From an optimization exercise on the open Yosys and OpenROAD flow, aimed at small area and a short achievable clock period; shortcuts taken in it are not production practice. No activity file was given, so power comes from the tool's default toggle rates.

run 1:
## executeUnit
module executeUnit (
  input  logic         Clk,
  input  logic         reset,
  input  logic [150:0] idExIn,
  output logic [106:0] exMemOut
);
Settings: LEC_CHECK=0, CAP_MARGIN=20, CORE_MARGIN=2, CORE_UTILIZATION=40, SETUP_SLACK_MARGIN=3.0, SLEW_MARGIN=20; clock period 5.0 ns.
standard.sh (not shown) runs the stock make flow with config.mk's settings and CLKGATE_MAP_FILE= SYNTH_SCRIPT=/design/flow/synth_recipe.tcl, a recipe that flattens the netlist after the stock synthesis.
==> flow/flow/run.sh <==
#!/bin/bash
# Own layout flow: the standard ORFS flow with three changes.
#  * ABC maps for delay (dch; map -D) instead of ORFS's area-recovering script.
#  * Yosys does not extract full/half adder cells, so ABC sees the whole
#    carry logic (ADDER_MAP_FILE empty).
#  * Port buffers are buf_2 cells instead of clkdlybuf4s50_1 delay cells.
# The synthesis itself is otherwise ORFS's (synth_recipe.tcl), so the registers
# and their names are the standard synthesis's.
set -euo pipefail
W=$PWD
rm -rf "$W/scripts_own"
cp -r "$FLOW_HOME/scripts" "$W/scripts_own"
cp "$W/flow/abc_speed.script" "$W/scripts_own/abc_speed.script"
export SCRIPTS_DIR="$W/scripts_own"
export ADDER_MAP_FILE=
export BUFFER_PORTS_ARGS="-buffer_cell sky130_fd_sc_hd__buf_2"
bash standard.sh synth > "$W/own_synth.log" 2>&1
bash standard.sh > "$W/own_layout.log" 2>&1
==> flow/flow/abc_speed.script <==
strash
dch
map -D 800
buffer -p
upsize -D 800
dnsize -D 800
stime -p
Relative to run 1, the following input files were edited for run 2:
Settings: SETUP_SLACK_MARGIN: 3.0 -> 2.8.
diff --git a/flow/flow/run.sh b/flow/flow/run.sh
--- a/flow/flow/run.sh
+++ b/flow/flow/run.sh
@@ -1,3 +1,3 @@
 #!/bin/bash
-# Own layout flow: the standard ORFS flow with three changes.
+# Own layout flow: the standard ORFS flow with these changes.
 #  * ABC maps for delay (dch; map -D) instead of ORFS's area-recovering script.
@@ -5,3 +5,5 @@
 #    carry logic (ADDER_MAP_FILE empty).
-#  * Port buffers are buf_2 cells instead of clkdlybuf4s50_1 delay cells.
+#  * Clock tree from clkbuf_8 cells, without dummy loads.
+#  * Port buffers: buf_2 on outputs (before global placement), buf_1 on
+#    inputs (right after it), instead of clkdlybuf4s50_1 delay cells.
 # The synthesis itself is otherwise ORFS's (synth_recipe.tcl), so the registers
@@ -15,3 +17,5 @@
 export ADDER_MAP_FILE=
-export BUFFER_PORTS_ARGS="-buffer_cell sky130_fd_sc_hd__buf_2"
+export BUFFER_PORTS_ARGS="-outputs -buffer_cell sky130_fd_sc_hd__buf_2"
+export POST_GLOBAL_PLACE_TCL="$W/flow/post_gpl.tcl"
+export CTS_ARGS="-sink_clustering_enable -repair_clock_nets -buf_list sky130_fd_sc_hd__clkbuf_8 -dont_use_dummy_load"
 bash standard.sh synth > "$W/own_synth.log" 2>&1
==> flow/flow/post_gpl.tcl (new file) <==
# Input ports get the smallest buffer; the output ports were buffered with
# buf_2 before global placement (they drive the 10 fF output load).
buffer_ports -inputs -buffer_cell sky130_fd_sc_hd__buf_1
estimate_parasitics -placement
- Measured against each other, run 2 and run 1 differ in sequential share of layout area, the lower figure coming from run 1.
- [diff] shortest period the worst path allows, run 2 relative to run 1: regression
- Measured against each other, run 2 and run 1 differ in final instance count without filler cells, the higher figure coming from run 1.
- Changes observed in run 2 relative to run 1: number of max-slew violations in the final report now sits at about the same level, global-route usage went down.
- Run 2 vs run 1, total of plain and repair buffers excluding clock buffers went down by 51.
- Clock network latency to the later pin of the worst-skew pair: run 2 vs run 1 up 0.03 ns
- Lower combinational fraction of design power was reported by run 1, not run 2.
- Per-cell via count in the routed design of run 2 is on par with run 1.
- Comparing run 2 and run 1, the lower critical path depth was measured on run 2.
- Routed wire length (run 1 / run 2): 1.06
Setup changes, run 2 to run 3
diff --git a/flow/flow/run.sh b/flow/flow/run.sh
--- a/flow/flow/run.sh
+++ b/flow/flow/run.sh
@@ -5,3 +5,2 @@
 #    carry logic (ADDER_MAP_FILE empty).
-#  * Clock tree from clkbuf_8 cells, without dummy loads.
 #  * Port buffers: buf_2 on outputs (before global placement), buf_1 on
@@ -19,3 +18,2 @@
 export POST_GLOBAL_PLACE_TCL="$W/flow/post_gpl.tcl"
-export CTS_ARGS="-sink_clustering_enable -repair_clock_nets -buf_list sky130_fd_sc_hd__clkbuf_8 -dont_use_dummy_load"
 bash standard.sh synth > "$W/own_synth.log" 2>&1
Run 3 has completed all stages; timing, DRC and antenna checks passed. Run 3 vs run 2, type of the setup path with the least slack: reg -> reg vs in -> reg. From run 2 to run 3 the numbers moved as follows: sequential share of layout area decreased 0.82 points, detailed-routing iteration count for the pre-antenna-repair pass went down, clock latency at the later pin of the worst-skew pair now smaller, worst hold slack shows no meaningful change, routed via count grew by about 0.4%. Fmax improves in run 3 relative to run 2. Comparing run 3 against run 2, there is no change at all in non-clock inverter instance count of the final layout.
No functional check of the RTL was part of any run of this note.

## port drivers added, routing unchanged
The results above use ideal ports. As a check the final layouts listed here were re-extracted and re-timed, cells and wires unchanged.
Step 1 assumes that a clkbuf_16 drives the clock port and a buf_2 every other input.
Step 2 moves the port delays by t, midway between the first and last clock arrival at a register: inputs arrive t later, outputs are due t later. That takes back most of the time a late clock gives input paths.
Slacks: ideal ports / drivers / drivers and shift; pairs: ideal ports / drivers.
| run | t (ns) | slack for setup (ns) | slew at the worst register clock pin (ns) |
|---|---|---|---|
| run 1 | 0.641 | 2.810 / 2.810 / 2.349 | 0.07 / 0.07 |
| run 2 | 0.645 | 2.727 / 2.745 / 2.100 | 0.06 / 0.06 |
| run 3 | 0.651 | 2.794 / 2.794 / 2.273 | 0.07 / 0.07 |
After both steps every run listed still meets setup and hold. The setup slack of run 2, which loses most, moves by +0.018 ns with the drivers and by -0.627 ns with both steps.
